Context: an optimization exercise on an open-source flow, tuned for small area and a short achievable clock period. The choices shown serve that exercise and are no tape-out recipe. Where RTL was checked, it was by simulation tests only, not by an equivalence proof against the original. The RTL of runs 4 to 6 was laid out without a check of its function. Power is estimated from default activity; no workload was simulated.

<file path="flow/config.mk">
export PLATFORM = sky130hd
export DESIGN_NAME = qu_front_end
export DESIGN_NICKNAME = qu_front_end
export VERILOG_FILES = /design/flow/design.v
export SDC_FILE = /design/flow/constraint.sdc
export NUM_CORES = 4
export LEC_CHECK = 0
export ABC_CLOCK_PERIOD_IN_PS = 2500
export CAP_MARGIN = 20
export CORE_MARGIN = 2
export CORE_UTILIZATION = 40
export SETUP_SLACK_MARGIN = 2.5
export SLEW_MARGIN = 20
</file>
<file path="flow/constraint.sdc">
create_clock -name core_clock -period 5.0 [get_ports {clk}]
set_input_delay 1.0000 -clock core_clock [delete_from_list [all_inputs] [get_ports {clk}]]
set_output_delay 1.0000 -clock core_clock [all_outputs]
set_load 0.01 [all_outputs]
</file>
<file path="flow/design.v">
package qu_pkg;
    localparam int instr_w = 32;
    localparam int pc_w = 32;
    localparam int arch_regs = 32;
    localparam int num_pregs = 48;
    localparam int preg_w = $clog2(num_pregs);
    localparam logic [6:0] opc_op = 7'b0110011;
    localparam logic [6:0] opc_op_imm = 7'b0010011;
    localparam logic [6:0] opc_lui = 7'b0110111;
    localparam logic [6:0] funct7_base = 7'b0000000;
    localparam logic [6:0] funct7_alt = 7'b0100000;
    localparam logic [1:0] kind_none = 2'b00;
    localparam logic [1:0] kind_op = 2'b01;
    localparam logic [1:0] kind_opi = 2'b10;
    localparam logic [1:0] kind_lui = 2'b11;
    localparam int rs_entry_w = 174;
endpackage
module qu_front_end (
    input  logic                          clk,
    input  logic                          rst_n,
    input  logic                          redirect,
    input  logic [qu_pkg::pc_w-1:0]       redirect_pc,
    output logic [qu_pkg::pc_w-1:0]       imem_addr,
    input  logic [qu_pkg::instr_w-1:0]    imem_data,
    output logic [qu_pkg::preg_w-1:0]     rf_rd1_addr,
    output logic [qu_pkg::preg_w-1:0]     rf_rd2_addr,
    input  logic [qu_pkg::instr_w-1:0]    rf_rd1_data,
    input  logic [qu_pkg::instr_w-1:0]    rf_rd2_data,
    input  logic                          wb_valid,
    input  logic [qu_pkg::preg_w-1:0]     wb_preg,
    input  logic                          free_valid,
    input  logic [qu_pkg::preg_w-1:0]     free_preg,
    input  logic                          rs_credit,
    output logic                          rs_valid,
    output logic [qu_pkg::rs_entry_w-1:0] rs_entry
);
    localparam int np = qu_pkg::num_pregs;
    logic [31:0] pc;
    logic [6:0]  fd_opc;
    logic [2:0]  fd_f3;
    logic        fd_base;
    logic        fd_alt;
    logic        fd_op;
    logic        fd_opi;
    logic        fd_lui;
    logic [1:0]  fd_kind;
    assign imem_addr = pc;
    assign fd_opc = imem_data[6:0];
    assign fd_f3 = imem_data[14:12];
    assign fd_base = (imem_data[31:25] == qu_pkg::funct7_base);
    assign fd_alt = (imem_data[31:25] == qu_pkg::funct7_alt);
    assign fd_op = (fd_opc == qu_pkg::opc_op)
                   && (fd_base || (fd_alt && (fd_f3 == 3'b000 || fd_f3 == 3'b101)));
    assign fd_opi = (fd_opc == qu_pkg::opc_op_imm)
                    && ((fd_f3 == 3'b001) ? fd_base : (fd_f3 == 3'b101) ? (fd_base || fd_alt) : 1'b1);
    assign fd_lui = (fd_opc == qu_pkg::opc_lui);
    assign fd_kind = (imem_data[11:7] == 5'd0) ? qu_pkg::kind_none
                   : {fd_opi || fd_lui, fd_op || fd_lui};
    logic [3:0]  f_v;
    logic [1:0]  f_rp;
    logic [26:0] f_mem [4];
    logic [26:0] f_head;
    logic        f_full;
    logic        f_empty;
    logic        f_push;
    logic        f_pop;
    logic        f_proper;
    logic        f_borrow;
    logic [31:0] f_head_pc;
    assign f_full = &f_v;
    assign f_empty = ~|f_v;
    assign f_push = !f_full && !redirect;
    assign f_head = f_mem[f_rp];
    assign f_proper = |f_head[26:25];
    assign f_borrow = f_full || (f_rp > pc[3:2]);
    assign f_head_pc = {pc[31:4] - 28'(f_borrow), f_rp, pc[1:0]};
    always_ff @(posedge clk) begin
        if (f_push) begin
            f_mem[pc[3:2]] <= {fd_kind, imem_data[31:7]};
        end
    end
    logic [3:0]  d_v;
    logic [1:0]  d_wp;
    logic [1:0]  d_rp;
    logic [58:0] d_mem [4];
    logic [58:0] d_head;
    logic        d_full;
    logic        d_empty;
    logic        d_push;
    assign d_full = &d_v;
    assign d_empty = ~|d_v;
    assign d_head = d_mem[d_rp];
    assign f_pop = !f_empty && (!d_full || !f_proper);
    assign d_push = !f_empty && !d_full && f_proper;
    always_ff @(posedge clk or negedge rst_n) begin
        if (!rst_n) begin
            pc <= '0;
            f_v <= '0;
            f_rp <= '0;
        end else if (redirect) begin
            pc <= redirect_pc;
            f_v <= '0;
            f_rp <= redirect_pc[3:2];
        end else begin
            if (f_push) begin
                pc <= pc + 32'd4;
                f_v[pc[3:2]] <= 1'b1;
            end
            if (f_pop) begin
                f_v[f_rp] <= 1'b0;
                f_rp <= f_rp + 2'd1;
            end
        end
    end
    always_ff @(posedge clk) begin
        if (d_push) begin
            d_mem[d_wp] <= {f_head_pc, f_head};
        end
    end
    logic [1:0]  h_kind;
    logic [4:0]  h_rd;
    logic [4:0]  h_rs1;
    logic [4:0]  h_rs2;
    logic [5:0]  rat [1:31];
    logic [np-1:0] free_map;
    logic [np-1:1] busy;
    logic [5:0]  alloc;
    logic        any_free;
    logic        take;
    logic        drain;
    logic [5:0]  old_p;
    logic [5:0]  src1_p;
    logic [5:0]  src2_p;
    assign h_kind = d_head[26:25];
    assign h_rd = d_head[4:0];
    assign h_rs1 = d_head[12:8];
    assign h_rs2 = d_head[17:13];
    always_comb begin
        alloc = '0;
        for (int i = np - 1; i >= 0; i--) begin
            if (free_map[i]) begin
                alloc = 6'(i);
            end
        end
    end
    function automatic logic [5:0] rat_read(input logic [4:0] a);
        logic [5:0] r;
        r = '0;
        for (int i = 1; i < 32; i++) begin
            if (a == 5'(i)) begin
                r = rat[i];
            end
        end
        rat_read = r;
    endfunction
    assign old_p = rat_read(h_rd);
    assign src1_p = (h_kind == qu_pkg::kind_lui) ? 6'd0 : rat_read(h_rs1);
    assign src2_p = (h_kind == qu_pkg::kind_op) ? rat_read(h_rs2) : 6'd0;
    assign any_free = |free_map;
    logic        m_v;
    logic [58:0] m_op;
    logic [5:0]  m_rd_p;
    logic [5:0]  m_old_p;
    logic [5:0]  m_src1_p;
    logic [5:0]  m_src2_p;
    logic        m_acc;
    assign m_acc = !m_v || drain;
    assign take = !d_empty && any_free && m_acc;
    always_ff @(posedge clk or negedge rst_n) begin
        if (!rst_n) begin
            d_v <= '0;
            d_wp <= '0;
            d_rp <= '0;
            m_v <= 1'b0;
        end else begin
            if (d_push) begin
                d_v[d_wp] <= 1'b1;
                d_wp <= d_wp + 2'd1;
            end
            if (take) begin
                d_v[d_rp] <= 1'b0;
                d_rp <= d_rp + 2'd1;
            end
            if (m_acc) begin
                m_v <= take;
            end
        end
    end
    always_ff @(posedge clk or negedge rst_n) begin
        if (!rst_n) begin
            for (int i = 1; i < 32; i++) begin
                rat[i] <= 6'(i);
            end
        end else if (take) begin
            for (int i = 1; i < 32; i++) begin
                if (h_rd == 5'(i)) begin
                    rat[i] <= alloc;
                end
            end
        end
    end
    always_ff @(posedge clk or negedge rst_n) begin
        if (!rst_n) begin
            for (int i = 0; i < np; i++) begin
                free_map[i] <= (i >= qu_pkg::arch_regs);
            end
        end else begin
            if (take) begin
                free_map[alloc] <= 1'b0;
            end
            if (free_valid) begin
                free_map[free_preg] <= 1'b1;
            end
        end
    end
    always_ff @(posedge clk or negedge rst_n) begin
        if (!rst_n) begin
            busy <= '0;
        end else begin
            for (int i = 1; i < np; i++) begin
                if (wb_valid && wb_preg == 6'(i)) begin
                    busy[i] <= 1'b0;
                end
                if (take && alloc == 6'(i)) begin
                    busy[i] <= 1'b1;
                end
            end
        end
    end
    always_ff @(posedge clk) begin
        if (m_acc) begin
            m_op <= d_head;
            m_rd_p <= alloc;
            m_old_p <= old_p;
            m_src1_p <= src1_p;
            m_src2_p <= src2_p;
        end
    end
    logic [2:0]  credits;
    logic        busy1;
    logic        busy2;
    logic        rdy1;
    logic        rdy2;
    logic [np-1:0] busy_all;
    assign busy_all = {busy, 1'b0};
    assign rf_rd1_addr = m_src1_p;
    assign rf_rd2_addr = m_src2_p;
    assign drain = m_v && (credits != 3'd0);
    assign busy1 = busy_all[m_src1_p];
    assign busy2 = busy_all[m_src2_p];
    assign rdy1 = !busy1 || (wb_valid && wb_preg == m_src1_p);
    assign rdy2 = !busy2 || (wb_valid && wb_preg == m_src2_p);
    always_ff @(posedge clk or negedge rst_n) begin
        if (!rst_n) begin
            credits <= 3'd6;
            rs_valid <= 1'b0;
        end else begin
            credits <= credits - 3'(drain) + 3'(rs_credit);
            rs_valid <= drain;
        end
    end
    logic [58:0] r_op;
    logic [5:0]  r_rd_p;
    logic [5:0]  r_old_p;
    logic [5:0]  r_src1_p;
    logic [5:0]  r_src2_p;
    logic        r_rdy1;
    logic        r_rdy2;
    logic [31:0] r_val1;
    logic [31:0] r_val2;
    always_ff @(posedge clk) begin
        r_op <= m_op;
        r_rd_p <= m_rd_p;
        r_old_p <= m_old_p;
        r_src1_p <= m_src1_p;
        r_src2_p <= m_src2_p;
        r_rdy1 <= rdy1;
        r_rdy2 <= rdy2;
        r_val1 <= rdy1 ? rf_rd1_data : 32'd0;
        r_val2 <= rdy2 ? rf_rd2_data : 32'd0;
    end
    logic [1:0]  o_kind;
    logic [31:7] o_ins;
    logic        o_lui;
    logic        o_op;
    logic [2:0]  o_f3;
    logic        o_alt;
    logic [3:0]  o_alu;
    assign o_kind = r_op[26:25];
    assign o_ins = r_op[24:0];
    assign o_lui = (o_kind == qu_pkg::kind_lui);
    assign o_op = (o_kind == qu_pkg::kind_op);
    assign o_f3 = o_ins[14:12];
    assign o_alt = o_ins[30] && (o_op || o_f3 == 3'b101);
    always_comb begin
        case (o_f3)
            3'b000: o_alu = o_alt ? 4'd1 : 4'd0;
            3'b001: o_alu = 4'd2;
            3'b010: o_alu = 4'd3;
            3'b011: o_alu = 4'd4;
            3'b100: o_alu = 4'd5;
            3'b101: o_alu = o_alt ? 4'd7 : 4'd6;
            3'b110: o_alu = 4'd8;
            default: o_alu = 4'd9;
        endcase
        if (o_lui) begin
            o_alu = 4'd10;
        end
    end
    assign rs_entry = {
        r_op[58:27],
        o_alu,
        o_ins[11:7],
        o_lui ? 5'd0 : o_ins[19:15],
        o_op ? o_ins[24:20] : 5'd0,
        !o_op,
        o_lui ? {o_ins[31:12], 12'd0} : {{20{o_ins[31]}}, o_ins[31:20]},
        r_rd_p,
        r_old_p,
        r_src1_p,
        r_src2_p,
        r_rdy1,
        r_val1,
        r_rdy2,
        r_val2
    };
endmodule
</file>
<file path="flow/run.sh">
#!/bin/bash
# synth_recipe.tcl (not shown) runs the flow's synth.tcl, then flattens the netlist and writes it again
# the make line also repeats each setting of config.mk as NAME=value (left out here)
make -C /OpenROAD-flow-scripts/flow DESIGN_CONFIG=/design/flow/config.mk WORK_HOME=/design/flow/orfs CLKGATE_MAP_FILE= SYNTH_SCRIPT=/design/flow/synth_recipe.tcl finish
</file>
==> impl_metrics.py, run 1 <==
metrics = {
    "layout": {
        "area_delta_synth_final_pct": 46.5,
        "design_area_um2": 61100,
        "drive_above_1_share_pct": 41.0,
        "layout.cells.most_common": "sky130_fd_sc_hd__edfxtp_1",
        "nNetsFinal": 4683,
        "fillCellCount": 8297,
        "final_cell_mix": "sky130_fd_sc_hd__edfxtp_1, sky130_fd_sc_hd__buf_4, sky130_fd_sc_hd__nand2_1, sky130_fd_sc_hd__o21ai_0, sky130_fd_sc_hd__dfrtp_1",
    },
    "sta": {
        "layout_setup_ws_ns": 1.59,
        "finClkSkew_ns": 0.0755,
        "final_min_period_over_clock_period_pct": 68.3,
        "setup_tns_ns": 0,
        "period_minus_slack_ns": 3.41,
        "timing_max_transition_violations_final": 0,
        "worst_rel_slew_slack_pct": 40.7,
        "hold_viol": 0,
        "hold_slack_ns": 0.294,
        "max_freq_mhz": 293,
        "transition_at_the_pin_with_the_smallest_max_transition_slack_ns": 0.889,
        "report.final.setup_viol": 0,
        "unrepaired_setup_endpoints_after_global_routing": "yes",
    },
    "power": {
        "leakage_component_of_the_power_nw": 23.5,
        "netSwitchingPower_mw": 19.2,
        "fin_total_pwr_mw": 44.7,
        "power_frac_seq_pct": 27.8,
        "share_clk_of_total_power_pct": 16.0,
        "power_density_nw_per_um2": 730,
        "power.internal_mw": 25.4,
        "worst_ir_drop_vdd_v": 0.000499,
        "power.share.combinational_pct": 56.3,
        "power.share.switching_pct": 43.1,
    },
    "setup_path": {
        "critPathRequiredTime_ns": 5.50,
        "worst-setup-path-type": "flop to flop",
        "crit_path_start_kind": "flop",
        "worst_r2r_path_depth": 12,
        "setup.worst_path.start": "d_rp[1]",
        "regToRegEndpoint": "m_old_p[5]",
        "cp_slowest_cell": "sky130_fd_sc_hd__dfrtp_4",
        "cp_num_buf_inv": 2,
        "crit_path_max_fanout": 8,
        "crit_path_frequent_cell": "sky130_fd_sc_hd__a21oi_2",
        "worstSetupEndpointType": "flop",
        "timing.critical_path.depth": 12,
        "r2r_start": "d_rp[1]",
        "worst-endpoint-arrival_ns": 3.92,
        "critical_path.endpoint": "m_old_p[5]",
        "timing.critical_path.slowest_cell_delay_ns": 0.57,
        "crit_path_cell_trace": "buf_12 > mux2_4 > mux2i_4 > inv_8 > or4b_4 > o22ai_2 > a21oi_2 > o22ai_2 > a21oi_2 > o21ai_2 > o2111ai_2 > a21oi_2",
        "r2r_setup_slack_ns": 1.59,
        "path_delay_family": "compound AO/OA/AOI/OAI gates",
    },
    "floorplanning": {
        "die_width_um": 327,
        "chipHeight_um": 327,
        "floorplan_row_count": 118,
        "ioPinCount": 365,
        "dieArea_um2": 107000,
        "initial_utilization_pct": 40.3,
        "core_um2": 103000,
    },
    "clock_network": {
        "cts-root-to-sink-buffers": 3,
        "clk_pin_slew_ns": 0.06,
        "cts_max_level": 3,
        "hold_buffers": 0,
        "clock_tree.root_cell": "sky130_fd_sc_hd__clkbuf_16",
        "tritoncts_clock_tree": "built",
        "clock_latency_ns": 0.73,
        "cts.sink_count": 908,
        "cts_buf_count": 94,
    },
    "route": {
        "postRouteWirelength_um": 180000,
        "drt.antenna.violating_nets": 0,
        "vias_per_cell": 6.14,
        "drt-initial-drc-count": 3950,
        "drt_wl_cell_um": 30.1,
        "drc_violation_count_after_routing": 0,
        "detail_route.first_pass.iterations": 7,
        "vias": 36700,
    },
    "synthesis": {
        "synthDistinctLibCells": 98,
        "synth.yosys.warnings": 2,
        "syn-instance-count": 3589,
        "synthArstFlopShare_pct": 36.6,
        "synth_enable_flop_cells": 427,
        "synth.avg_cell_area_um2": 11.6,
        "synth.cell_area_um2": 41700,
        "synth.yosys.seq_area_share_pct": 58.1,
        "synth_nets": 3771,
        "synth-seq-cells": 908,
        "synth_flop_cell": "sky130_fd_sc_hd__edfxtp_1",
    },
    "run": {
        "drv.max_cap_violation_count": 0,
    },
    "placed_design": {
        "globalplace.congestion": 1.03,
        "placed_cell_area_um2": 47400,
        "buffer_ports.inserted": 364,
        "detailedPlace.worstSlack_ns": 0.920,
        "post-dp-hpwl_um": 108000,
    },
    "global_route": {
        "grt_max_degree": 82,
        "antenna_found_initial": 7,
        "grt_pass1_wl_um": 249000,
        "grtUsageTotal_pct": 31.8,
        "globalRouteOverflowTotal": 0,
        "grt_pass1_vias": 35300,
    },
    "status": {
        "run_status": "no timing/DRC/antenna violations",
    },
    "min_path": {
        "hp-class": "input port to async pin",
    },
}
-- what timing repair did --
item,CTS,global route
cloned,52,18
pin swaps,186,184
resized for setup,1208,530
setup buffers,392,142
setup endpoints to repair,968,755
-- logic make-up (layout without fill, tap and decap cells) --
kind of cell,after synthesis,in the layout,synth area share [%]
fa+ha+maj,36,36,1.10
mux,267,272,10.1
compound gates,906,911,13.4
xor+xnor,79,79,1.68
flops,908,908,58.1
buf+inv,295,1245,3.08
other cells,0,2,0
simple gates,1098,1132,12.6
-- flip-flops by register name, summed over array words and instances (netlist names), 32 cells and up --
register,cells
r_val2,32
busy,47
pc,32
m_op,59
rat,186
free_map,48
r_op,59
r_val1,32
f_mem,108
d_mem,236
-- metrics by stage --
stage          util, %  cells
2_1_floorplan        -   3589
3_3_place_gp      45.8   5181
3_5_place_dp      45.8   5181
4_1_cts           55.5   5803
5_1_grt           59.1   5964
6_report          59.1   5965
-- layout make-up --
cell class / count / area [um2] / share of cell area [%]
sequential: 908 / 24300 / 39.8
multi-input combinational: 2430 / 21300 / 34.8
clock inverter: 37 / 474 / 0.775
timing repair buffer: 996 / 10300 / 16.8
inverter: 70 / 358 / 0.585
tap: 1380 / 1730 / 2.82
clock buffer: 141 / 2700 / 4.41
timing repair inverter: 1 / 8.76 / 0.0143
antenna: 2 / 5.00 / 0.00818
-- power by group through the flow --
stage          logic [mW]  clock network (mW)  registers [mW]
6_report             25.1                7.14            12.4
5_1_grt              25.9                7.53            12.4
4_1_cts              21.1                7.24            12.2
3_5_place_dp         14.6                   0            12.4
3_3_place_gp         14.6                   0            12.5
2_1_floorplan        9.22                   0            11.4
-- worst register-to-register path: cells and delay by family, from the launching register on --
family | cells | cell delay [ns]
AOI/OAI and AO/OA | 7 | 1.21
muxes | 2 | 0.60
DFF | 1 | 0.57
and+or+nand+nor | 1 | 0.54
buffers and inverters | 2 | 0.28
-- worst min path at each step --
stage	startpoint	end	slack (ns)	depth (start not counted)
after detailed placement	m_op[47]	r_op[47]	0.33	0
after CTS	rst_n	rat[26][0]	0.32	1
after floorplan	m_old_p[0]	r_old_p[0]	0.32	0
final	rst_n	rat[26][0]	0.29	1
after global placement	m_op[46]	r_op[46]	0.32	0
after global routing	rst_n	rat[26][0]	0.34	1
-- Yosys cell counts (16+ instances only) --
cell,number,area (um2)
sky130_fd_sc_hd__edfxtp_1,427,12800
sky130_fd_sc_hd__nand2_1,407,1530
sky130_fd_sc_hd__o21ai_0,343,1720
sky130_fd_sc_hd__dfrtp_1,234,5860
sky130_fd_sc_hd__nor2_1,223,837
sky130_fd_sc_hd__a21oi_1,183,916
sky130_fd_sc_hd__dfxtp_1,149,2980
sky130_fd_sc_hd__clkbuf_1,133,499
sky130_fd_sc_hd__mux2_2,109,1230
sky130_fd_sc_hd__mux4_2,108,2430
sky130_fd_sc_hd__dfstp_2,98,2570
sky130_fd_sc_hd__nor2b_1,91,569
sky130_fd_sc_hd__nand3_1,83,415
sky130_fd_sc_hd__inv_1,62,233
sky130_fd_sc_hd__nor3_1,59,295
sky130_fd_sc_hd__o22ai_1,48,300
sky130_fd_sc_hd__buf_2,46,230
sky130_fd_sc_hd__a31oi_1,44,275
sky130_fd_sc_hd__mux2i_1,43,430
sky130_fd_sc_hd__xnor2_1,40,350
sky130_fd_sc_hd__xor2_1,38,333
sky130_fd_sc_hd__and2_1,37,231
sky130_fd_sc_hd__ha_1,35,438
sky130_fd_sc_hd__nor4_1,32,200
sky130_fd_sc_hd__nand2b_1,30,188
sky130_fd_sc_hd__a211oi_1,29,218
sky130_fd_sc_hd__nand4_1,27,169
sky130_fd_sc_hd__o221ai_1,26,228
sky130_fd_sc_hd__a21o_1,25,188
sky130_fd_sc_hd__a221oi_1,25,219
sky130_fd_sc_hd__buf_1,24,90.1
sky130_fd_sc_hd__and3_1,22,138
sky130_fd_sc_hd__o41ai_1,18,158
sky130_fd_sc_hd__a22oi_1,16,120
sky130_fd_sc_hd__o21ai_1,16,80.1
-- metal layers --
metal  global-route usage [%]  part of all wire, %  up-vias
li1                         -                    -    15300
met1                     40.6                   38    18200
met2                     50.1                   45     2369
met3                     7.07                  9.8      730
met4                     17.8                  7.3        8
met5                        0                0.057        -
==> run 2: changes to the inputs <==
--- a/flow/config.mk
+++ b/flow/config.mk
@@ -6,8 +6,8 @@
 export NUM_CORES = 4
 export LEC_CHECK = 0
-export ABC_CLOCK_PERIOD_IN_PS = 2500
+export ABC_CLOCK_PERIOD_IN_PS = 2000
 export CAP_MARGIN = 20
 export CORE_MARGIN = 2
-export CORE_UTILIZATION = 40
-export SETUP_SLACK_MARGIN = 2.5
+export CORE_UTILIZATION = 60
+export SETUP_SLACK_MARGIN = 3.0
 export SLEW_MARGIN = 20
==> impl_metrics.py, run 2 <==
metrics = {
    "clock_network": {
        "cts.sink_count": 908,
        "cts_max_level": 3,
        "clock_tree.root_cell": "sky130_fd_sc_hd__clkbuf_16",
        "cts-root-to-sink-buffers": 3,
        "cts_buf_count": 92,
    },
    "floorplanning": {
        "ioPinCount": 365,
        "initial_utilization_pct": 60.8,
        "die_width_um": 268,
        "chipHeight_um": 268,
        "floorplan_row_count": 96,
    },
    "placed_design": {
        "buffer_ports.inserted": 364,
        "placedCellCount": 4723,
        "globalplace.congestion": 1.09,
        "post-dp-hpwl_um": 112000,
        "detailedPlace.worstSlack_ns": 1.01,
    },
    "status": {
        "stop_error": "[ERROR GRT-0116] Global routing finished with congestion. Check the congestion regions in the DRC Viewer.",
        "lastStage": "5_1_grt",
        "run_status": "aborted with a tool error",
    },
    "synthesis": {
        "cell_with_the_most_instances_after_synthesis": "sky130_fd_sc_hd__edfxtp_1",
        "adder_and_majority_cell_fraction_of_the_synthesized_area_pct": 1.10,
        "synth_area_leader_cell": "sky130_fd_sc_hd__edfxtp_1",
        "synth_enable_flop_cells": 427,
        "ys_top_cells_by_area": "sky130_fd_sc_hd__edfxtp_1, sky130_fd_sc_hd__dfrtp_1, sky130_fd_sc_hd__dfxtp_1",
        "synth_compound_area_share_pct": 13.4,
        "synth.yosys.warnings": 2,
        "yosys.area_share.xor_xnor_pct": 1.68,
        "synth.cell_area_um2": 41700,
        "synth_mux_area_share_pct": 10.1,
        "post-synth-top-area-fraction_pct": 30.7,
        "synth.avg_cell_area_um2": 11.6,
        "synth.yosys.seq_area_share_pct": 58.1,
        "netlist_top_cells_count": "sky130_fd_sc_hd__edfxtp_1, sky130_fd_sc_hd__nand2_1, sky130_fd_sc_hd__o21ai_0",
        "syn-instance-count": 3589,
        "synth_flop_cell": "sky130_fd_sc_hd__edfxtp_1",
        "synthDistinctLibCells": 98,
        "synthArstFlopShare_pct": 36.6,
        "largest_family_of_logic_cells_by_synthesized_area": "compound AO/OA/AOI/OAI gates",
        "synth_nets": 3771,
        "synthSimpleGateAreaFrac_pct": 12.6,
        "synth-seq-cells": 908,
    },
    "global_route": {
        "grt_pass1_wl_um": 342000,
        "grt_max_degree": 96,
        "grtUsageTotal_pct": 67.6,
        "globalRouteOverflowTotal": 21,
        "grt_pass1_vias": 46400,
    },
}
[run 2: cell counts after synthesis]
Identical to the previous run, type by type.
[run 2: cells by family after synthesis]
kind of cell,Yosys count
and+or+nand+nor,1098
DFF,908
AOI/OAI and AO/OA,906
buffers and inverters,295
muxes,267
xor gates and xnor gates,79
adders and majority gates,36
[run 2: metrics by stage]
| step | instance area [um2] | total power, mW | utilization, % |
|---|---|---|---|
| 4_1_cts | 58500 | 42.3 | 85.1 |
| 3_3_place_gp | 47500 | 26.9 | 69.2 |
| 2_1_floorplan | 44100 | 21.6 | - |
| 3_5_place_dp | 47500 | 27.5 | 69.2 |
[run 2: worst max path at each step]
stage	from	to	slack [ns]
2_1_floorplan	f_rp[0]	d_mem[0][49]	1.89
3_3_place_gp	d_rp[1]	m_old_p[0]	1.04
3_5_place_dp	d_rp[1]	m_old_p[3]	1.01
4_1_cts	pc[3]	d_mem[1][49]	1.52
[run 2: repair_timing]
action / 4_1_cts
hold buffers: 0
endpoints found under the setup margin: 1234
pin swaps: 239
cloned: 59
resized for setup: 1997
hold endpoints to repair: 0
buffers inserted: 436
[run 2: power groups by stage]
stage	registers [mW]	logic, mW	clock network [mW]
after floorplan	11.4	10.2	0
after detailed placement	12.4	15.1	0
after global placement	12.2	14.7	0
after CTS	12.3	23.0	7.05
[run 2: layer usage]
metal,GRT overflow,track usage [%]
met3,0,47.0
met4,11,64.2
met2,10,86.7
met1,0,70.7
met5,0,18.0
==> run 3: changes to the inputs <==
--- a/flow/config.mk
+++ b/flow/config.mk
@@ -6,8 +6,6 @@
 export NUM_CORES = 4
 export LEC_CHECK = 0
-export ABC_CLOCK_PERIOD_IN_PS = 2000
 export CAP_MARGIN = 20
 export CORE_MARGIN = 2
-export CORE_UTILIZATION = 60
-export SETUP_SLACK_MARGIN = 3.0
+export CORE_UTILIZATION = 40
 export SLEW_MARGIN = 20
==> impl_metrics.py, run 3 <==
metrics = {
    "global_route": {
        "antenna_found_initial": 1,
        "grt.met2_usage_pct": 42.4,
        "grt_pass1_vias": 31300,
        "gr-usage-met3_pct": 4.76,
        "grt-busiest-layer": "met2",
        "globalRouteOverflowTotal": 0,
        "grt_max_degree": 97,
        "grtUsageTotal_pct": 27.3,
        "grt_pass1_wl_um": 218000,
        "grt_util_met1_pct": 36.9,
    },
    "clock_network": {
        "cts-root-to-sink-buffers": 3,
        "cts.sink_count": 908,
        "tritoncts_clock_tree": "built",
        "clock_latency_ns": 0.71,
        "number_of_buffers_added_for_setup_after_cts": 0,
        "cts_buf_count": 95,
        "clk_pin_slew_ns": 0.06,
        "clock_tree.root_cell": "sky130_fd_sc_hd__clkbuf_16",
        "ctsResizeCount": 0,
        "cts_max_level": 3,
        "hold_buffers": 0,
    },
    "synthesis": {
        "cell_with_the_most_instances_after_synthesis": "sky130_fd_sc_hd__edfxtp_1",
        "synthArstFlopShare_pct": 36.6,
        "synthDistinctLibCells": 98,
        "post-synth-top-area-fraction_pct": 30.7,
        "synth_flop_cell": "sky130_fd_sc_hd__edfxtp_1",
        "ys_top_cells_by_area": "sky130_fd_sc_hd__edfxtp_1, sky130_fd_sc_hd__dfrtp_1, sky130_fd_sc_hd__dfxtp_1",
        "synth_nets": 3771,
        "synth_enable_flop_cells": 427,
        "syn-instance-count": 3589,
        "synth.yosys.warnings": 2,
        "synth_area_leader_cell": "sky130_fd_sc_hd__edfxtp_1",
        "synth.yosys.seq_area_share_pct": 58.1,
        "synth.avg_cell_area_um2": 11.6,
        "synth.cell_area_um2": 41700,
        "netlist_top_cells_count": "sky130_fd_sc_hd__edfxtp_1, sky130_fd_sc_hd__nand2_1, sky130_fd_sc_hd__o21ai_0",
        "synth-seq-cells": 908,
    },
    "status": {
        "run_status": "no timing/DRC/antenna violations",
    },
    "placed_design": {
        "detailedPlace.worstSlack_ns": 0.703,
        "placedCellCount": 5207,
        "globalplace.congestion": 1.04,
        "post-dp-hpwl_um": 105000,
        "buffer_ports.inserted": 364,
    },
    "floorplanning": {
        "ioPinCount": 365,
        "die_width_um": 327,
        "floorplan_row_count": 118,
        "dieArea_um2": 107000,
        "initial_utilization_pct": 40.3,
        "core_um2": 103000,
        "chipHeight_um": 327,
    },
    "sta": {
        "report.final.setup_viol": 0,
        "layout_setup_ws_ns": 0.600,
        "hold_viol": 0,
        "max_freq_mhz": 227,
        "transition_at_the_pin_with_the_smallest_max_transition_slack_ns": 1.00,
        "hold_slack_ns": 0.332,
        "period_minus_slack_ns": 4.40,
        "unrepaired_setup_endpoints_after_global_routing": "no",
        "finClkSkew_ns": 0.0747,
        "final_min_period_over_clock_period_pct": 88.0,
        "setup_tns_ns": 0,
        "timing_max_transition_violations_final": 0,
        "worst_rel_slew_slack_pct": 32.7,
    },
    "power": {
        "power_density_nw_per_um2": 673,
        "share_clk_of_total_power_pct": 21.3,
        "power.internal_mw": 19.7,
        "power.share.switching_pct": 41.7,
        "power_frac_seq_pct": 36.3,
        "power.share.combinational_pct": 42.4,
        "netSwitchingPower_mw": 14.1,
        "worst_ir_drop_vdd_v": 0.000449,
        "leakage_component_of_the_power_nw": 18.3,
    },
    "run": {
        "drv.max_cap_violation_count": 0,
    },
    "setup_path": {
        "path_delay_family": "compound AO/OA/AOI/OAI gates",
        "critPathRequiredTime_ns": 5.46,
        "worstSetupEndpointType": "flop",
        "crit_path_start_kind": "flop",
        "worst-setup-path-type": "flop to flop",
        "worst-endpoint-arrival_ns": 4.86,
        "crit_path_cell_trace": "inv_2 > mux2_2 > inv_1 > buf_4 > nor2b_1 > a32oi_1 > a221oi_1 > o21ai_1 > a21oi_1 > o221ai_1 > a311oi_1",
        "cp_slowest_cell": "sky130_fd_sc_hd__dfrtp_4",
        "cp_num_buf_inv": 3,
        "crit_path_max_fanout": 25,
        "timing.critical_path.slowest_cell_delay_ns": 0.71,
    },
    "layout": {
        "final_cell_mix": "sky130_fd_sc_hd__edfxtp_1, sky130_fd_sc_hd__nand2_1, sky130_fd_sc_hd__clkdlybuf4s50_1, sky130_fd_sc_hd__o21ai_0, sky130_fd_sc_hd__dfrtp_1",
        "drive_above_1_share_pct": 15.7,
        "layout.cells.most_common": "sky130_fd_sc_hd__edfxtp_1",
        "largest_register_ffs": 236,
        "max_flop_register": "d_mem",
        "final_cell_count_no_fill": 5389,
        "nNetsFinal": 4107,
        "area_delta_synth_final_pct": 20.2,
    },
    "route": {
        "drt.antenna.violating_nets": 0,
        "drt_wl_cell_um": 27.4,
        "postRouteWirelength_um": 147000,
        "drt-initial-drc-count": 3128,
        "vias_per_cell": 5.90,
        "detail_route.first_pass.iterations": 6,
        "drc_violation_count_after_routing": 0,
        "vias": 31800,
    },
    "min_path": {
        "hp-class": "flop to flop",
    },
}
## run 3: final timing paths
check	start	slack, ns	cells past startpoint	end
max reg2reg	d_rp[0]	0.60	11	m_src2_p[0]
min in group asynchronous	rst_n	0.38	1	rat[24][1]
min reg2reg	m_op[39]	0.33	0	r_op[39]
min	m_op[39]	0.33	0	r_op[39]
max	d_rp[0]	0.60	11	m_src2_p[0]
max in group asynchronous	rst_n	3.60	2	rat[10][1]
## run 3: routing by layer
metal	up-vias	part of all wire (%)
li1	14100	-
met1	15800	42
met2	1593	45
met3	407	7.5
met4	2	5.7
met5	-	0.0088
## run 3: worst reg2reg max path, cell delays in order, from the launching register on
cell                       delay, ns
sky130_fd_sc_hd__dfrtp_4        0.71
sky130_fd_sc_hd__inv_2          0.28
sky130_fd_sc_hd__mux2_2         0.59
sky130_fd_sc_hd__inv_1          0.54
sky130_fd_sc_hd__buf_4          0.39
sky130_fd_sc_hd__nor2b_1        0.18
sky130_fd_sc_hd__a32oi_1        0.12
sky130_fd_sc_hd__a221oi_1       0.40
sky130_fd_sc_hd__o21ai_1        0.15
sky130_fd_sc_hd__a21oi_1        0.33
sky130_fd_sc_hd__o221ai_1       0.19
sky130_fd_sc_hd__a311oi_1       0.30
## run 3: kinds of logic after synthesis
kind of cell,Yosys count,share of synthesized area [%]
compound gates,906,13.4
xor+xnor,79,1.68
fa+ha+maj,36,1.10
buf+inv,295,3.08
flops,908,58.1
mux,267,10.1
simple gates,1098,12.6
## run 3: per-stage QoR
| stage | instance area, um2 | util (%) | total power, mW |
|---|---|---|---|
| finish | 50200 | 48.5 | 33.7 |
| global route | 50200 | 48.5 | 35.3 |
| CTS | 50100 | 48.5 | 33.7 |
| detailed placement | 46900 | 45.3 | 26.3 |
| global placement | 46900 | 45.3 | 26.3 |
| floorplan | 41700 | - | 19.7 |
## run 3: layout make-up
type | instances | area, um2
Timing Repair Buffer | 464 | 4440
Clock inverter | 55 | 596
Sequential cell | 908 | 24200
Antenna cell | 2 | 5.00
Fill cell | 9346 | 53300
Multi-Input combinational cell | 2386 | 16200
Inverter | 70 | 263
Tap cell | 1380 | 1730
Clock buffer | 124 | 2650
## run 3: power groups by stage
stage | combinational (mW) | clock, mW | sequential [mW]
2_1_floorplan | 8.26 | 0 | 11.4
3_3_place_gp | 14.0 | 0 | 12.3
3_5_place_dp | 14.0 | 0 | 12.3
4_1_cts | 14.1 | 7.37 | 12.2
5_1_grt | 15.3 | 7.67 | 12.4
6_report | 14.3 | 7.19 | 12.2
==> run 4: changes to the inputs <==
--- a/flow/design.v
+++ b/flow/design.v
@@ -80,15 +80,29 @@
         end
     end
-    logic [3:0]  d_v;
+    logic [2:0]  d_cnt;
     logic [1:0]  d_wp;
     logic [1:0]  d_rp;
-    logic [58:0] d_mem [4];
-    logic [58:0] d_head;
+    logic [41:0] d_mem [4];
+    logic [41:0] d_rest;
+    logic [16:0] h_f;
+    logic [16:0] b_f [3];
+    logic [2:0]  b_wp;
+    logic [2:0]  b_rp;
+    logic [16:0] b_head;
+    logic [16:0] d_in_f;
+    logic [41:0] d_in_rest;
     logic        d_full;
     logic        d_empty;
     logic        d_push;
-    assign d_full = &d_v;
-    assign d_empty = ~|d_v;
-    assign d_head = d_mem[d_rp];
+    logic        d_many;
+    logic        d_one;
+    assign d_full = (d_cnt == 3'd4);
+    assign d_empty = (d_cnt == 3'd0);
+    assign d_one = (d_cnt == 3'd1);
+    assign d_many = !d_empty && !d_one;
+    assign d_rest = d_mem[d_rp];
+    assign b_head = ({17{b_rp[0]}} & b_f[0]) | ({17{b_rp[1]}} & b_f[1]) | ({17{b_rp[2]}} & b_f[2]);
+    assign d_in_f = {f_head[26:25], f_head[17:8], f_head[4:0]};
+    assign d_in_rest = {f_head_pc, f_head[24:18], f_head[7:5]};
     assign f_pop = !f_empty && (!d_full || !f_proper);
     assign d_push = !f_empty && !d_full && f_proper;
@@ -115,5 +129,23 @@
     always_ff @(posedge clk) begin
         if (d_push) begin
-            d_mem[d_wp] <= {f_head_pc, f_head};
+            d_mem[d_wp] <= d_in_rest;
+        end
+    end
+    logic h_load;
+    logic h_from_b;
+    logic b_push;
+    logic b_pop;
+    assign h_from_b = take && d_many;
+    assign h_load = h_from_b || (d_push && (d_empty || (take && d_one)));
+    assign b_push = d_push && !d_empty && !(take && d_one);
+    assign b_pop = h_from_b;
+    always_ff @(posedge clk) begin
+        if (h_load) begin
+            h_f <= h_from_b ? b_head : d_in_f;
+        end
+        for (int i = 0; i < 3; i++) begin
+            if (b_push && b_wp[i]) begin
+                b_f[i] <= d_in_f;
+            end
         end
     end
@@ -132,8 +164,8 @@
     logic [5:0]  src1_p;
     logic [5:0]  src2_p;
-    assign h_kind = d_head[26:25];
-    assign h_rd = d_head[4:0];
-    assign h_rs1 = d_head[12:8];
-    assign h_rs2 = d_head[17:13];
+    assign h_kind = h_f[16:15];
+    assign h_rs2 = h_f[14:10];
+    assign h_rs1 = h_f[9:5];
+    assign h_rd = h_f[4:0];
     always_comb begin
         alloc = '0;
@@ -144,17 +176,14 @@
         end
     end
-    function automatic logic [5:0] rat_read(input logic [4:0] a);
-        logic [5:0] r;
-        r = '0;
+    logic [5:0] rat_full [32];
+    always_comb begin
+        rat_full[0] = 6'd0;
         for (int i = 1; i < 32; i++) begin
-            if (a == 5'(i)) begin
-                r = rat[i];
-            end
+            rat_full[i] = rat[i];
         end
-        rat_read = r;
-    endfunction
-    assign old_p = rat_read(h_rd);
-    assign src1_p = (h_kind == qu_pkg::kind_lui) ? 6'd0 : rat_read(h_rs1);
-    assign src2_p = (h_kind == qu_pkg::kind_op) ? rat_read(h_rs2) : 6'd0;
+    end
+    assign old_p = rat_full[h_rd];
+    assign src1_p = (h_kind == qu_pkg::kind_lui) ? 6'd0 : rat_full[h_rs1];
+    assign src2_p = (h_kind == qu_pkg::kind_op) ? rat_full[h_rs2] : 6'd0;
     assign any_free = |free_map;
     logic        m_v;
@@ -169,17 +198,24 @@
     always_ff @(posedge clk or negedge rst_n) begin
         if (!rst_n) begin
-            d_v <= '0;
+            d_cnt <= '0;
             d_wp <= '0;
             d_rp <= '0;
+            b_wp <= 3'b001;
+            b_rp <= 3'b001;
             m_v <= 1'b0;
         end else begin
+            d_cnt <= d_cnt + 3'(d_push) - 3'(take);
             if (d_push) begin
-                d_v[d_wp] <= 1'b1;
                 d_wp <= d_wp + 2'd1;
             end
             if (take) begin
-                d_v[d_rp] <= 1'b0;
                 d_rp <= d_rp + 2'd1;
             end
+            if (b_push) begin
+                b_wp <= {b_wp[1:0], b_wp[2]};
+            end
+            if (b_pop) begin
+                b_rp <= {b_rp[1:0], b_rp[2]};
+            end
             if (m_acc) begin
                 m_v <= take;
@@ -230,5 +266,5 @@
     always_ff @(posedge clk) begin
         if (m_acc) begin
-            m_op <= d_head;
+            m_op <= {d_rest[41:10], h_f[16:15], d_rest[9:3], h_f[14:5], d_rest[2:0], h_f[4:0]};
             m_rd_p <= alloc;
             m_old_p <= old_p;
--- a/flow/config.mk
+++ b/flow/config.mk
@@ -9,3 +9,4 @@
 export CORE_MARGIN = 2
 export CORE_UTILIZATION = 40
+export SETUP_SLACK_MARGIN = 2.0
 export SLEW_MARGIN = 20
==> impl_metrics.py, run 4 <==
metrics = {
    "clock_network": {
        "cts.sink_count": 913,
        "cts_buf_count": 95,
        "clock_latency_ns": 0.70,
        "tritoncts_clock_tree": "built",
        "clock_tree.root_cell": "sky130_fd_sc_hd__clkbuf_16",
        "cts_max_level": 3,
        "cts-root-to-sink-buffers": 3,
        "clk_pin_slew_ns": 0.07,
    },
    "setup_path": {
        "worstSetupEndpointType": "flop",
        "cp_slowest_cell": "sky130_fd_sc_hd__nor2_1",
        "crit_path_start_kind": "flop",
        "cp_num_buf_inv": 2,
        "worst-setup-path-type": "flop to flop",
        "timing.critical_path.slowest_cell_delay_ns": 0.63,
        "critPathRequiredTime_ns": 5.58,
        "crit_path_max_fanout": 36,
        "crit_path_cell_trace": "nor4_1 > buf_4 > and2_1 > o211ai_1 > buf_6 > nor2_1 > nand2_4 > or4_4 > a32o_1",
        "worst-endpoint-arrival_ns": 3.94,
        "path_delay_family": "simple AND/OR/NAND/NOR gates",
    },
    "floorplanning": {
        "die_width_um": 317,
        "chipHeight_um": 317,
        "initial_utilization_pct": 40.4,
        "dieArea_um2": 100000,
        "floorplan_row_count": 114,
        "ioPinCount": 365,
        "core_um2": 96900,
    },
    "route": {
        "met3WireLength_um": 14700,
        "vias": 30500,
        "wl_met2_um": 62500,
        "vias_per_cell": 6.10,
        "detail_route.first_pass.iterations": 10,
        "topRoutingLayerUsed": "met5",
        "drc_violation_count_after_routing": 0,
        "drt_wl_cell_um": 28.5,
        "drt-initial-drc-count": 3637,
        "drt.antenna.violating_nets": 0,
        "met1Wirelength_um": 57600,
        "postRouteWirelength_um": 143000,
    },
    "power": {
        "fin_total_pwr_mw": 30.5,
        "leakage_component_of_the_power_nw": 18.2,
        "worst_ir_drop_vdd_v": 0.000373,
        "power_density_nw_per_um2": 607,
    },
    "placed_design": {
        "buffer_ports.inserted": 364,
        "post-dp-hpwl_um": 92800,
        "detailedPlace.worstSlack_ns": 1.17,
        "globalplace.congestion": 1.07,
    },
    "synthesis": {
        "synth_enable_flop_cells": 427,
        "synthDistinctLibCells": 76,
        "ys_top_cells_by_area": "sky130_fd_sc_hd__edfxtp_1, sky130_fd_sc_hd__dfrtp_1, sky130_fd_sc_hd__dfxtp_1",
        "synth_area_leader_cell": "sky130_fd_sc_hd__edfxtp_1",
        "synth_nets": 3356,
        "synth.yosys.warnings": 4,
        "synth-seq-cells": 913,
        "synth.avg_cell_area_um2": 12.3,
        "synth_flop_cell": "sky130_fd_sc_hd__edfxtp_1",
        "synthArstFlopShare_pct": 36.9,
        "post-synth-top-area-fraction_pct": 32.8,
        "syn-instance-count": 3179,
        "cell_with_the_most_instances_after_synthesis": "sky130_fd_sc_hd__edfxtp_1",
        "synth.cell_area_um2": 39100,
        "netlist_top_cells_count": "sky130_fd_sc_hd__edfxtp_1, sky130_fd_sc_hd__o21ai_0, sky130_fd_sc_hd__nand2_1",
        "synth.yosys.seq_area_share_pct": 62.3,
    },
    "sta": {
        "hold_slack_ns": 0.241,
        "final_min_period_over_clock_period_pct": 67.1,
        "setup_tns_ns": 0,
        "worst_rel_slew_slack_pct": 9.60,
        "transition_at_the_pin_with_the_smallest_max_transition_slack_ns": 1.35,
        "timing_max_transition_violations_final": 0,
        "hold_viol": 0,
        "report.final.setup_viol": 0,
        "period_minus_slack_ns": 3.36,
        "max_freq_mhz": 298,
        "unrepaired_setup_endpoints_after_global_routing": "yes",
        "finClkSkew_ns": 0.0279,
        "layout_setup_ws_ns": 1.64,
    },
    "layout": {
        "final_cell_mix": "sky130_fd_sc_hd__edfxtp_1, sky130_fd_sc_hd__clkdlybuf4s50_1, sky130_fd_sc_hd__o21ai_0, sky130_fd_sc_hd__nand2_1, sky130_fd_sc_hd__dfrtp_1",
        "multi_input_gate_area_in_the_final_layout_um2": 15300,
        "area_delta_synth_final_pct": 28.6,
        "final_core_util_pct": 51.9,
        "drive_above_1_share_pct": 22.4,
        "seqCellArea_um2": 24400,
        "layout.cells.most_common": "sky130_fd_sc_hd__edfxtp_1",
        "nNetsFinal": 3826,
        "largest_register_ffs": 186,
        "fillCellCount": 8277,
        "max_flop_register": "rat",
    },
    "global_route": {
        "grt_pass1_wl_um": 203000,
        "antenna_found_initial": 6,
        "globalRouteOverflowTotal": 0,
        "grt_pass1_vias": 29300,
        "grtUsageTotal_pct": 27.7,
        "grt_max_degree": 124,
    },
    "run": {
        "drv.max_cap_violation_count": 0,
    },
    "status": {
        "run_status": "no timing/DRC/antenna violations",
    },
    "min_path": {
        "hp-class": "input port to async pin",
    },
}
## run 4: final cells by class
type | instances | area share [%]
Clock buffer | 126 | 5.12
Sequential cell | 913 | 48.5
Tap cell | 1276 | 3.17
Timing Repair Buffer | 559 | 10.9
Inverter | 61 | 0.537
Timing Repair inverter | 1 | 0.0174
Clock inverter | 53 | 1.19
Multi-Input combinational cell | 2018 | 30.5
Antenna cell | 1 | 0.00498
## run 4: cells by family (layout without fill, tap and decap cells)
kind of cell / Yosys count / after routing / share of synthesized area [%]
other: 0 / 1 / 0
flip-flops: 913 / 913 / 62.3
adder cells (fa/ha/maj): 31 / 31 / 1.03
multiplexers: 123 / 123 / 6.31
AO/OA/AOI/OAI: 876 / 876 / 14.8
XOR/XNOR: 83 / 83 / 1.86
AND/OR/NAND/NOR: 893 / 905 / 11.0
buffers and inverters: 260 / 800 / 2.64
## run 4: report_power, final
part	internal [mW]	switching, mW	total [mW]
clock	4.08	3.08	7.17
sequential	10.2	1.96	12.2
combinational	4.91	6.25	11.2
## run 4: layer usage
metal / GRT usage, % / up-vias
met4: 13.1 / 8
met3: 7.51 / 473
met5: 0.237 / -
met2: 41.9 / 1754
li1: - / 13000
met1: 37.1 / 15200
## run 4: final timing paths
| path | cells past startpoint | from | endpoint | slack (ns) |
|---|---|---|---|---|
| setup / recovery | 9 | free_map[0] | free_map[20] | 1.64 |
| hold / removal | 1 | rst_n | rat[26][5] | 0.24 |
| setup reg to reg | 9 | free_map[0] | free_map[20] | 1.64 |
| hold reg to reg | 0 | m_op[55] | r_op[55] | 0.34 |
| max in group asynchronous | 2 | rst_n | free_map[19] | 3.52 |
| min in group core_clock | 0 | m_op[55] | r_op[55] | 0.34 |
## run 4: what timing repair did
action                     4_1_cts  5_1_grt
gates cloned                    11        9
hold buffers                     0        0
setup endpoints to repair      633      385
pin swaps                       58       51
resized for setup              257      194
setup buffers                   77       38
## run 4: per-stage QoR
step / instance area [um2] / instances
floorplan: 39300 / 3179
global placement: 44400 / 4691
detailed placement: 44400 / 4692
CTS: 49100 / 4959
global route: 50300 / 5007
finish: 50300 / 5008
==> run 5: changes to the inputs <==
--- a/flow/config.mk
+++ b/flow/config.mk
@@ -9,4 +9,4 @@
 export CORE_MARGIN = 2
 export CORE_UTILIZATION = 40
-export SETUP_SLACK_MARGIN = 2.0
+export SETUP_SLACK_MARGIN = 2.5
 export SLEW_MARGIN = 20
==> impl_metrics.py, run 5 <==
metrics = {
    "status": {
        "run_status": "no timing/DRC/antenna violations",
    },
    "global_route": {
        "grt_max_degree": 93,
        "antenna_found_initial": 4,
        "globalRouteOverflowTotal": 0,
        "grtUsageTotal_pct": 30.9,
        "grt_pass1_wl_um": 224000,
        "grt_pass1_vias": 31400,
    },
    "synthesis": {
        "netlist_top_cells_count": "sky130_fd_sc_hd__edfxtp_1, sky130_fd_sc_hd__o21ai_0, sky130_fd_sc_hd__nand2_1",
        "post-synth-top-area-fraction_pct": 32.8,
        "synthDistinctLibCells": 76,
        "synth.yosys.warnings": 4,
        "syn-instance-count": 3179,
        "synth.yosys.seq_area_share_pct": 62.3,
        "cell_with_the_most_instances_after_synthesis": "sky130_fd_sc_hd__edfxtp_1",
        "synth.cell_area_um2": 39100,
        "synth_area_leader_cell": "sky130_fd_sc_hd__edfxtp_1",
        "synth-seq-cells": 913,
        "synth_nets": 3356,
        "synth.avg_cell_area_um2": 12.3,
        "synth_flop_cell": "sky130_fd_sc_hd__edfxtp_1",
        "synthArstFlopShare_pct": 36.9,
        "synth_enable_flop_cells": 427,
        "ys_top_cells_by_area": "sky130_fd_sc_hd__edfxtp_1, sky130_fd_sc_hd__dfrtp_1, sky130_fd_sc_hd__dfxtp_1",
    },
    "route": {
        "detail_route.first_pass.iterations": 12,
        "drt-initial-drc-count": 3743,
        "drt_wl_cell_um": 30.1,
        "drt.antenna.violating_nets": 0,
        "drc_violation_count_after_routing": 0,
        "vias": 33100,
        "vias_per_cell": 6.21,
        "postRouteWirelength_um": 160000,
    },
    "layout": {
        "final_core_util_pct": 58.6,
        "drive_above_1_share_pct": 41.2,
        "max_flop_register": "rat",
        "nNetsFinal": 4152,
        "seqCellArea_um2": 24400,
        "final_cell_mix": "sky130_fd_sc_hd__edfxtp_1, sky130_fd_sc_hd__buf_4, sky130_fd_sc_hd__dfrtp_1, sky130_fd_sc_hd__dlygate4sd2_1",
        "num_antenna_cells": 0,
        "area_delta_synth_final_pct": 45.2,
        "layout.cells.most_common": "sky130_fd_sc_hd__edfxtp_1",
        "multi_input_gate_area_in_the_final_layout_um2": 18600,
        "fillCellCount": 7615,
        "largest_register_ffs": 186,
    },
    "sta": {
        "transition_at_the_pin_with_the_smallest_max_transition_slack_ns": 0.987,
        "report.final.setup_viol": 0,
        "final_min_period_over_clock_period_pct": 65.0,
        "finClkSkew_ns": 0.0466,
        "max_freq_mhz": 308,
        "worst_rel_slew_slack_pct": 34.2,
        "unrepaired_setup_endpoints_after_global_routing": "yes",
        "hold_slack_ns": 0.331,
        "setup_tns_ns": 0,
        "period_minus_slack_ns": 3.25,
        "hold_viol": 0,
        "timing_max_transition_violations_final": 0,
    },
    "setup_path": {
        "path_delay_family": "simple AND/OR/NAND/NOR gates",
        "crit_path_start_kind": "flop",
        "worst-endpoint-arrival_ns": 3.84,
        "worstSetupEndpointType": "flop",
        "cp_num_buf_inv": 2,
        "timing.critical_path.slowest_cell_delay_ns": 0.56,
        "setup.worst_path.start": "free_map[10]",
        "crit_path_cell_trace": "buf_4 > or4_1 > nor2_1 > o211ai_1 > buf_6 > nor2_4 > nand2_4 > or4_1 > a32o_1",
        "crit_path_max_fanout": 36,
        "worst-setup-path-type": "flop to flop",
        "crit_path_frequent_cell": "sky130_fd_sc_hd__or4_1",
        "cp_slowest_cell": "sky130_fd_sc_hd__or4_1",
        "critPathRequiredTime_ns": 5.59,
        "r2r_start": "free_map[10]",
    },
    "floorplanning": {
        "floorplan_row_count": 114,
        "chipHeight_um": 317,
        "die_width_um": 317,
        "ioPinCount": 365,
        "initial_utilization_pct": 40.4,
        "core_um2": 96900,
        "dieArea_um2": 100000,
    },
    "clock_network": {
        "clock_tree.root_cell": "sky130_fd_sc_hd__clkbuf_16",
        "cts.sink_count": 913,
        "clk_pin_slew_ns": 0.06,
        "hold_buffers": 0,
        "cts_max_level": 3,
        "cts-root-to-sink-buffers": 3,
        "cts_buf_count": 97,
        "tritoncts_clock_tree": "built",
        "clock_latency_ns": 0.71,
    },
    "power": {
        "worst_ir_drop_vdd_v": 0.000461,
        "leakage_component_of_the_power_nw": 21.1,
        "fin_total_pwr_mw": 35.2,
        "power_density_nw_per_um2": 620,
    },
    "placed_design": {
        "globalplace.congestion": 1.07,
        "buffer_ports.inserted": 364,
        "post-dp-hpwl_um": 97900,
    },
    "min_path": {
        "hp-class": "flop to flop",
        "holdCritStartpoint": "m_op[26]",
    },
    "run": {
        "drv.max_cap_violation_count": 0,
    },
}
==> run 5: cells by family (layout without fill, tap and decap cells) <==
kind of cell	count (synthesis)	in the layout	share of synthesized area, %
buffers and inverters	260	1087	2.64
flip-flops	913	913	62.3
AND/OR/NAND/NOR	893	940	11.0
XOR/XNOR	83	83	1.86
AO/OA/AOI/OAI	876	880	14.8
adder cells (fa/ha/maj)	31	31	1.03
multiplexers	123	123	6.31
==> run 5: repair_timing <==
item,CTS,global route
pin swaps,168,220
cloned,60,6
buffers inserted,268,124
setup endpoints to repair,940,622
gates resized for setup,1178,689
==> run 5: power by group <==
group,internal (mW),switching [mW]
logic,7.09,8.52
clock network,4.32,3.11
registers,10.2,1.93
total,21.7,13.6
==> run 5: worst paths after layout <==
path / end / slack (ns) / cells past startpoint
setup / recovery: free_map[20] / 1.75 / 9
hold / removal: r_op[26] / 0.33 / 0
setup reg to reg: free_map[20] / 1.75 / 9
hold reg to reg: r_op[26] / 0.33 / 0
max in group asynchronous: pc[20] / 3.56 / 2
min in group asynchronous: rat[2][3] / 0.34 / 1
==> run 5: area by class of cell <==
type	instances	area share, %
multi-input cells	2057	32.8
repair buffers	841	14.9
repair inverters	4	0.176
clock inverters	51	1.16
well taps	1276	2.81
inverters	61	0.511
clock buffers	130	4.60
flip-flops and latches	913	43.1
==> run 5: through the flow <==
step / worst slack [ns] / std cells / instance area [um2]
after detailed placement: 1.25 / 4694 / 44600
after global routing: 1.69 / 5333 / 56800
final: 1.75 / 5333 / 56800
after global placement: 1.24 / 4693 / 44600
after floorplan: 1.76 / 3179 / 39600
after CTS: 1.81 / 5203 / 53400
==> run 5: routing by layer <==
metal	wire length, um	vias to the layer above	track usage [%]	share of wire, %
li1	-	13800	-	-
met1	63700	16800	41.4	40
met2	72900	1953	47.9	45
met3	14400	557	7.59	9.0
met4	9180	6	13.4	5.7
met5	49	-	0	0.031
==> run 5: worst register-to-register path: stages, from the launching register on <==
cell and delay, ns:
sky130_fd_sc_hd__dfrtp_2 0.46, sky130_fd_sc_hd__buf_4 0.16, sky130_fd_sc_hd__or4_1 0.56, sky130_fd_sc_hd__nor2_1 0.17, sky130_fd_sc_hd__o211ai_1 0.20, sky130_fd_sc_hd__buf_6 0.30, sky130_fd_sc_hd__nor2_4 0.52, sky130_fd_sc_hd__nand2_4 0.13
sky130_fd_sc_hd__or4_1 0.43, sky130_fd_sc_hd__a32o_1 0.22
==> run 6: changes to the inputs <==
--- a/flow/design.v
+++ b/flow/design.v
@@ -137,13 +137,13 @@
     logic b_pop;
     assign h_from_b = take && d_many;
-    assign h_load = h_from_b || (d_push && (d_empty || (take && d_one)));
+    assign h_load = take || d_empty;
     assign b_push = d_push && !d_empty && !(take && d_one);
     assign b_pop = h_from_b;
     always_ff @(posedge clk) begin
         if (h_load) begin
-            h_f <= h_from_b ? b_head : d_in_f;
+            h_f <= d_many ? b_head : d_in_f;
         end
         for (int i = 0; i < 3; i++) begin
-            if (b_push && b_wp[i]) begin
+            if (d_push && b_wp[i]) begin
                 b_f[i] <= d_in_f;
             end
@@ -164,14 +164,20 @@
     logic [5:0]  src1_p;
     logic [5:0]  src2_p;
+    logic        cred_nz;
     assign h_kind = h_f[16:15];
     assign h_rs2 = h_f[14:10];
     assign h_rs1 = h_f[9:5];
     assign h_rd = h_f[4:0];
+    logic [np-1:0] free_below;
+    logic [np-1:0] lowest;
     always_comb begin
+        free_below[0] = 1'b0;
+        for (int i = 1; i < np; i++) begin
+            free_below[i] = |(free_map & ((np'(1) << i) - np'(1)));
+        end
+        lowest = free_map & ~free_below;
         alloc = '0;
-        for (int i = np - 1; i >= 0; i--) begin
-            if (free_map[i]) begin
-                alloc = 6'(i);
-            end
+        for (int i = 0; i < np; i++) begin
+            alloc = alloc | ({6{lowest[i]}} & 6'(i));
         end
     end
@@ -194,6 +200,8 @@
     logic [5:0]  m_src2_p;
     logic        m_acc;
-    assign m_acc = !m_v || drain;
-    assign take = !d_empty && any_free && m_acc;
+    logic want;
+    assign m_acc = !m_v || cred_nz;
+    assign want = !d_empty && m_acc;
+    assign take = want && any_free;
     always_ff @(posedge clk or negedge rst_n) begin
         if (!rst_n) begin
@@ -242,9 +250,11 @@
             end
         end else begin
-            if (take) begin
-                free_map[alloc] <= 1'b0;
-            end
-            if (free_valid) begin
-                free_map[free_preg] <= 1'b1;
+            for (int i = 0; i < np; i++) begin
+                if (want && lowest[i]) begin
+                    free_map[i] <= 1'b0;
+                end
+                if (free_valid && free_preg == 6'(i)) begin
+                    free_map[i] <= 1'b1;
+                end
             end
         end
@@ -258,5 +268,5 @@
                     busy[i] <= 1'b0;
                 end
-                if (take && alloc == 6'(i)) begin
+                if (want && lowest[i]) begin
                     busy[i] <= 1'b1;
                 end
@@ -279,8 +289,10 @@
     logic        rdy2;
     logic [np-1:0] busy_all;
+    logic [2:0]  credits_nx;
+    assign credits_nx = credits - 3'(drain) + 3'(rs_credit);
     assign busy_all = {busy, 1'b0};
     assign rf_rd1_addr = m_src1_p;
     assign rf_rd2_addr = m_src2_p;
-    assign drain = m_v && (credits != 3'd0);
+    assign drain = m_v && cred_nz;
     assign busy1 = busy_all[m_src1_p];
     assign busy2 = busy_all[m_src2_p];
@@ -290,7 +302,9 @@
         if (!rst_n) begin
             credits <= 3'd6;
+            cred_nz <= 1'b1;
             rs_valid <= 1'b0;
         end else begin
-            credits <= credits - 3'(drain) + 3'(rs_credit);
+            credits <= credits_nx;
+            cred_nz <= (credits_nx != 3'd0);
             rs_valid <= drain;
         end
--- a/flow/config.mk
+++ b/flow/config.mk
@@ -9,4 +9,4 @@
 export CORE_MARGIN = 2
 export CORE_UTILIZATION = 40
-export SETUP_SLACK_MARGIN = 2.5
+export SETUP_SLACK_MARGIN = 2.1
 export SLEW_MARGIN = 20
==> impl_metrics.py, run 6 <==
metrics = {
    "synthesis": {
        "synth.yosys.warnings": 4,
        "synth.yosys.seq_area_share_pct": 62.2,
        "synth.cell_area_um2": 39200,
        "synth_area_leader_cell": "sky130_fd_sc_hd__edfxtp_1",
        "synth.avg_cell_area_um2": 12.2,
        "synth_flop_cell": "sky130_fd_sc_hd__edfxtp_1",
        "post-synth-top-area-fraction_pct": 32.7,
        "syn-instance-count": 3218,
        "synthDistinctLibCells": 76,
        "synth-seq-cells": 914,
        "synth_nets": 3387,
        "cell_with_the_most_instances_after_synthesis": "sky130_fd_sc_hd__edfxtp_1",
        "netlist_top_cells_count": "sky130_fd_sc_hd__edfxtp_1, sky130_fd_sc_hd__nand2_1, sky130_fd_sc_hd__nor2_1",
        "ys_top_cells_by_area": "sky130_fd_sc_hd__edfxtp_1, sky130_fd_sc_hd__dfrtp_1, sky130_fd_sc_hd__dfxtp_1",
        "synthArstFlopShare_pct": 37.0,
        "synth_enable_flop_cells": 427,
    },
    "route": {
        "drt-initial-drc-count": 3534,
        "vias_per_cell": 6.01,
        "detail_route.first_pass.iterations": 8,
        "drt_wl_cell_um": 31.0,
        "postRouteWirelength_um": 157000,
        "drc_violation_count_after_routing": 0,
        "vias": 30400,
        "drt.antenna.violating_nets": 0,
    },
    "sta": {
        "hold_slack_ns": 0.313,
        "finClkSkew_ns": 0.0336,
        "transition_at_the_pin_with_the_smallest_max_transition_slack_ns": 1.13,
        "period_minus_slack_ns": 3.25,
        "report.final.setup_viol": 0,
        "layout_setup_ws_ns": 1.75,
        "final_min_period_over_clock_period_pct": 65.0,
        "unrepaired_setup_endpoints_after_global_routing": "yes",
        "worst_rel_slew_slack_pct": 24.4,
        "max_freq_mhz": 308,
        "timing_max_transition_violations_final": 0,
        "setup_tns_ns": 0,
        "hold_viol": 0,
    },
    "layout": {
        "largest_register_ffs": 186,
        "design_area_um2": 50200,
        "final_cell_mix": "sky130_fd_sc_hd__edfxtp_1, sky130_fd_sc_hd__clkdlybuf4s50_1, sky130_fd_sc_hd__nand2_1, sky130_fd_sc_hd__nor2_1, sky130_fd_sc_hd__dfrtp_1",
        "drive_above_1_share_pct": 23.2,
        "max_flop_register": "rat",
        "area_delta_synth_final_pct": 28.0,
        "final_cell_count_no_fill": 5059,
        "nNetsFinal": 3869,
        "final_core_util_pct": 51.8,
        "layout.cells.most_common": "sky130_fd_sc_hd__edfxtp_1",
    },
    "floorplanning": {
        "core_um2": 97000,
        "chipHeight_um": 317,
        "floorplan_row_count": 114,
        "initial_utilization_pct": 40.4,
        "die_width_um": 317,
        "ioPinCount": 365,
        "dieArea_um2": 101000,
    },
    "placed_design": {
        "detailedPlace.worstSlack_ns": 1.36,
        "post-dp-hpwl_um": 108000,
        "buffer_ports.inserted": 364,
        "placedCellCount": 4756,
        "globalplace.congestion": 1.03,
        "placed_cell_area_um2": 44700,
    },
    "power": {
        "leakage_component_of_the_power_nw": 18.6,
        "power_frac_seq_pct": 39.3,
        "power_density_nw_per_um2": 665,
        "power.internal_mw": 20.1,
        "fin_total_pwr_mw": 33.4,
        "worst_ir_drop_vdd_v": 0.000393,
        "power.share.combinational_pct": 38.8,
        "netSwitchingPower_mw": 13.3,
        "share_clk_of_total_power_pct": 21.9,
        "power.share.switching_pct": 39.9,
    },
    "setup_path": {
        "crit_path_max_fanout": 4,
        "worst-endpoint-arrival_ns": 3.82,
        "crit_path_start_kind": "flop",
        "worst-setup-path-type": "flop to flop",
        "r2r_start": "free_map[13]",
        "setup.worst_path.start": "free_map[13]",
        "critPathRequiredTime_ns": 5.57,
        "worstSetupEndpointType": "flop",
    },
    "min_path": {
        "hp-class": "input port to async pin",
    },
    "global_route": {
        "globalRouteOverflowTotal": 0,
        "grt_pass1_wl_um": 217000,
        "grt_pass1_vias": 29000,
        "antenna_found_initial": 5,
        "grt_max_degree": 90,
        "grtUsageTotal_pct": 30.2,
    },
    "clock_network": {
        "tritoncts_clock_tree": "built",
        "cts-root-to-sink-buffers": 3,
        "clock_tree.root_cell": "sky130_fd_sc_hd__clkbuf_16",
        "cts_max_level": 3,
        "cts.sink_count": 914,
        "clk_pin_slew_ns": 0.06,
        "cts_buf_count": 98,
        "clock_latency_ns": 0.70,
    },
    "status": {
        "run_status": "no timing/DRC/antenna violations",
    },
    "run": {
        "drv.max_cap_violation_count": 0,
    },
}
## run 6: cell types whose count changed in the layout (fill, tap and decap cells not counted), sizes merged, moves of 33 or more
cell,before,now
buf,529,184
clkdlybuf4s50,143,315
o21ai,375,223
dlygate4sd2,160,23
a22oi,75,199
nor2,141,265
a21oi,46,142
a221oi,83,7
nand2,384,315
a31oi,69,13
nor3,61,94
## run 6: power groups by stage
stage                     sequential [mW]  clock [mW]  combinational [mW]
after global routing                 13.2        7.73                13.6
after detailed placement             13.3           0                10.3
final                                13.1        7.30                13.0
after global placement               13.3           0                10.1
after CTS                            13.0        7.44                11.2
after floorplan                      12.0           0                5.76
## run 6: path summary, 6_finish.rpt
path,depth (start not counted),to,slack (ns)
setup / recovery,13,d_cnt[2],1.75
setup reg to reg,13,d_cnt[2],1.75
hold / removal,1,rat[10][0],0.31
min in group core_clock,0,r_op[1],0.31
hold reg to reg,0,r_op[1],0.31
max in group asynchronous,2,d_rp[0],3.56
## run 6: final cells by class
class	instances	area, um2
clock buffers	131	2740
clock inverters	51	502
diodes	1	2.50
multi-input cells	2088	15400
inverters	49	191
flip-flops and latches	914	24400
well taps	1276	1600
fillers	8530	46800
repair buffers	549	5380
## run 6: repair_timing
item,CTS,global route
gates cloned,9,11
endpoints found under the setup margin,589,313
setup buffers,59,41
hold buffers,0,0
pin swaps,20,17
resized for setup,178,261
## run 6: worst max-delay path: stages (launching register included)
cell and delay (ns):
sky130_fd_sc_hd__dfrtp_2 0.42, sky130_fd_sc_hd__nor4_4 0.40, sky130_fd_sc_hd__nand4_1 0.14, sky130_fd_sc_hd__buf_4 0.18, sky130_fd_sc_hd__or4_4 0.56, sky130_fd_sc_hd__o21ai_4 0.29, sky130_fd_sc_hd__inv_2 0.10, sky130_fd_sc_hd__ha_4 0.22
sky130_fd_sc_hd__inv_2 0.06, sky130_fd_sc_hd__ha_4 0.12, sky130_fd_sc_hd__inv_2 0.03, sky130_fd_sc_hd__fa_2 0.35, sky130_fd_sc_hd__xnor2_2 0.15, sky130_fd_sc_hd__xnor2_1 0.12
## run 6: kinds of logic after synthesis
| group | synth area share, % |
|---|---|
| muxes | 6.22 |
| DFF | 62.2 |
| buffers and inverters | 2.41 |
| AOI/OAI and AO/OA | 13.7 |
| and+or+nand+nor | 13.1 |
| xor gates and xnor gates | 1.63 |
| adders and majority gates | 0.772 |
## run 6: metal layers
metal | global-route usage, % | wire (um) | vias up
met5 | 0 | 22 | -
met4 | 10.6 | 5880 | 4
met3 | 7.10 | 15900 | 319
met2 | 44.6 | 67800 | 1702
met1 | 43.5 | 67500 | 15300
li1 | - | - | 13100

## static timing again, ports no longer ideal
No port has a modelled driver above. Below, the same layouts with a new extraction and two added sets of constraints. Step 1: set_driving_cell puts a clkbuf_16 on clk and a buf_2 on each other input, an assumption about the parent block. Step 2 also shifts input and output timing later by t, the mid clock arrival at the registers, as if the neighbouring blocks saw the same clock. Three values: no drivers, after step 1, after step 2; two values: the first two.
| run | t (ns) | slack for setup (ns) | hold slack, ns | worst data-port slew with drivers (ns) | pins driven straight from the clock port |
|---|---|---|---|---|---|
| run 1 | 0.764 | 1.587 / 1.587 / 1.441 | 0.294 / 0.272 / 0.338 | 0.07 | 1 |
| run 3 | 0.744 | 0.600 / 0.600 / 0.600 | 0.332 / 0.332 / 0.332 | 0.06 | 1 |
| run 4 | 0.750 | 1.645 / 1.645 / 1.251 | 0.241 / 0.226 / 0.336 | 0.07 | 1 |
| run 5 | 0.756 | 1.750 / 1.750 / 1.312 | 0.331 / 0.320 / 0.331 | 0.10 | 1 |
| run 6 | 0.753 | 1.751 / 1.751 / 1.687 | 0.313 / 0.301 / 0.314 | 0.06 | 1 |
After both steps every run listed still meets setup and hold. For run 5, which loses most, drivers alone change the setup slack by 0.000 ns; drivers and shift together by -0.438 ns.
